Source: an optimization exercise on an open RTL-to-GDS flow (aim: small area, a short achievable clock period and few clock cycles per item). Production flows keep margins and buffers that such runs may drop. RTL that was checked went through simulation tests only; none was proved equivalent to the original.

== main ==
==> module systolic_mm_top, before the edit <==
module systolic_mm_top (
    input  logic                  clk,
    input  logic                  rst,
    input  logic                  in_valid,
    input  logic [8-1:0] in_data,
    output logic                  out_valid,
    output logic [8-1:0] out_data,
    output logic                  busy,
    output logic                  done
);
    localparam int LAT = 3;
    logic       acc_en;   
    logic [4:0] cnt;      
    logic       cv;       
    logic [3:0] n;        
    logic       take;
    logic       vq;       
    logic [4:0] iq;       
    logic       rot;
    logic [LAT-1:0] vp;   
    logic [LAT-1:0] lp;   
    logic [LAT:0] lpx;    
    assign take = in_valid && acc_en;
    assign lpx  = {lp, cv && n == 4'd15};
    assign rot  = cv && (n[3:2] != 2'd0 || n[1:0] == 2'd3);
    always_ff @(posedge clk or negedge rst) begin
        if (!rst) begin
            acc_en <= 1'b1;
            cnt    <= '0;
            cv     <= 1'b0;
            n      <= '0;
            vq     <= 1'b0;
            iq     <= '0;
            vp     <= '0;
            lp     <= '0;
            busy   <= 1'b0;
        end else begin
            vq <= take;
            iq <= cnt;
            if (take) begin
                cnt <= cnt + 5'd1;
                if (cnt == 5'd31) acc_en <= 1'b0;
            end
            if (lpx[LAT-1]) acc_en <= 1'b1;  
            if (take && cnt[4:2] == 3'b111) begin
                cv <= 1'b1;
                n  <= {2'b00, cnt[1:0]};
            end else if (rot && n != 4'd15) begin
                cv <= 1'b1;
                n  <= n + 4'd1;
            end else begin
                cv <= 1'b0;
            end
            vp <= LAT'({vp, cv});
            lp <= lpx[LAT-1:0];
            if (take && cnt == 5'd0) busy <= 1'b1;
            else if (done)           busy <= 1'b0;
        end
    end
    assign out_valid = vp[LAT-1];
    assign done      = lp[LAT-1];
    logic [31:0] ar0, ar1, ar2, ar3;    
    logic [7:0] bq    [16];
    logic shift_a;
    assign shift_a = (vq && !iq[4] && iq[1:0] == 2'd0 && iq[3:2] != 2'd0) || (cv && n[1:0] == 2'd3);
    always_ff @(posedge clk) begin
        if (shift_a) begin
            ar0 <= ar1;
            ar1 <= ar2;
            ar2 <= ar3;
        end
        for (int k = 0; k < 4; k++) begin
            if (vq && !iq[4] && iq[1:0] == 2'(k)) ar3[8*k +: 8] <= bq[0];
        end
    end
    always_ff @(posedge clk) begin
        bq[0] <= rot ? bq[3] : in_data;
        if (rot) begin
            for (int r = 0; r < 4; r++) begin
                bq[4*r+1] <= bq[4*r];
                bq[4*r+2] <= bq[4*r+1];
                bq[4*r+3] <= bq[4*r+2];
            end
            bq[4]  <= bq[7];
            bq[8]  <= bq[11];
            bq[12] <= bq[15];
        end else if (vq && iq[4]) begin
            for (int p = 1; p < 16; p++) bq[p] <= bq[p-1];
        end
    end
    logic [7:0] ta [4];
    logic [7:0] tb [4];
    logic [7:0] res;
    always_comb begin
        for (int k = 0; k < 4; k++) ta[k] = ar0[8*k +: 8];
    end
    always_comb begin
        for (int k = 0; k < 4; k++) tb[k] = bq[12 - 4*k];
    end
    logic [69:0] c0_d, c0_q;
    dot_s0 u_s0 (.a0(ta[0]), .a1(ta[1]), .a2(ta[2]), .a3(ta[3]), .b0(tb[0]), .b1(tb[1]), .b2(tb[2]), .b3(tb[3]), .co(c0_d));
    always_ff @(posedge clk) c0_q <= c0_d;
    logic [24:0] c1_d, c1_q;
    dot_s1 u_s1 (.ci(c0_q), .co(c1_d));
    always_ff @(posedge clk) c1_q <= c1_d;
    dot_s2 u_s2 (.ci(c1_q), .res(res));
    always_ff @(posedge clk) out_data <= res;
endmodule
export LEC_CHECK = 0
export CAP_MARGIN = 20
export CORE_MARGIN = 2
export CORE_UTILIZATION = 65
export CTS_CLUSTER_DIAMETER = 80
export CTS_CLUSTER_SIZE = 30
export SETUP_SLACK_MARGIN = 3.5
export SLEW_MARGIN = 20
export SYNTH_HIERARCHICAL = 1
create_clock -name core_clock -period 6.0 [get_ports {clk}]
run.sh (not shown) runs the stock make flow with config.mk's settings and CLKGATE_MAP_FILE= SYNTH_SCRIPT=/design/flow/synth_recipe.tcl, a recipe that flattens the netlist after the stock synthesis.
Input-level comparison between the feature branch and main:
--- a/flow/design.v
+++ b/flow/design.v
@@ -1207,6 +1207,7 @@
     logic       vq;       
     logic [4:0] iq;       
     logic       rot;
+    logic [1:0] rowsel;
     logic [LAT-1:0] vp;   
     logic [LAT-1:0] lp;   
     logic [LAT:0] lpx;    
@@ -1249,19 +1250,10 @@
     end
     assign out_valid = vp[LAT-1];
     assign done      = lp[LAT-1];
-    logic [31:0] ar0, ar1, ar2, ar3;    
+    logic [7:0] a_mem [16];
     logic [7:0] bq    [16];
-    logic shift_a;
-    assign shift_a = (vq && !iq[4] && iq[1:0] == 2'd0 && iq[3:2] != 2'd0) || (cv && n[1:0] == 2'd3);
     always_ff @(posedge clk) begin
-        if (shift_a) begin
-            ar0 <= ar1;
-            ar1 <= ar2;
-            ar2 <= ar3;
-        end
-        for (int k = 0; k < 4; k++) begin
-            if (vq && !iq[4] && iq[1:0] == 2'(k)) ar3[8*k +: 8] <= bq[0];
-        end
+        if (vq && !iq[4]) a_mem[iq[3:0]] <= bq[0];
     end
     always_ff @(posedge clk) begin
         bq[0] <= rot ? bq[3] : in_data;
@@ -1278,11 +1270,12 @@
             for (int p = 1; p < 16; p++) bq[p] <= bq[p-1];
         end
     end
+    assign rowsel = cv ? (n[3:2] + {1'b0, n[1:0] == 2'd3}) : 2'd0;
     logic [7:0] ta [4];
     logic [7:0] tb [4];
     logic [7:0] res;
-    always_comb begin
-        for (int k = 0; k < 4; k++) ta[k] = ar0[8*k +: 8];
+    always_ff @(posedge clk) begin
+        for (int k = 0; k < 4; k++) ta[k] <= a_mem[{rowsel, 2'(k)}];
     end
     always_comb begin
         for (int k = 0; k < 4; k++) tb[k] = bq[12 - 4*k];
Findings:
- Lower chip width was reported by main, not the feature branch.
- Of the feature branch and main, the lower sum of routed wire segments on met1 belongs to main.
- Post-synthesis net count ends up lower on main.
- Area overhead of the layout relative to synthesis: the feature branch higher than main
- The feature branch — synthesized area 8.9% higher, main as reference
- The run with more setup slack is the feature branch; main has less.
- Aggregate routed wire length deteriorates in the feature branch relative to main.
- Looking only at routability congestion estimate from global placement, and setting everything else aside, the lower value of the feature branch and main goes to main.
- Per the comparison of the feature branch with main, xor-xnor portion of the synthesized cell area went down by 0.26 points; die area climbed about 9%; clock buffer count in the final layout climbed 4; clock period minus worst slack fell 0.039 ns.
Testbench counts of the feature branch, summed over its fixed seeds: cycles 9,032, jobs 192.
Only the layout flow was run in main; the RTL was not checked for function there.

==> re-timing with driven ports <==
In the flow no input, the clock included, has a driving cell. The finished layouts below were timed again as built, in two steps.
Step 1, drivers: a clkbuf_16 drives clk and a buf_2 each remaining input, both assumed.
Step 2, shift: input delay + t, output delay - t, t = (earliest + latest rising clock arrival at the registers) / 2. This alone moves slack from input paths to output paths.
a / b / c = no drivers / after step 1 / after step 2; a / b = the first two.
run	shift t [ns]	setup slack, ns	worst hold slack (ns)	worst data-port slew with drivers (ns)	pins driven straight from the clock port
main	0.571	3.481 / 3.481 / 3.375	0.337 / 0.337 / 0.337	0.03	1
the feature branch	0.575	3.520 / 3.520 / 3.520	0.337 / 0.337 / 0.337	0.04	1
After both steps setup and hold are still met in every run listed. For main, which loses most, drivers alone change the setup slack by 0.000 ns; drivers and shift together by -0.106 ns.
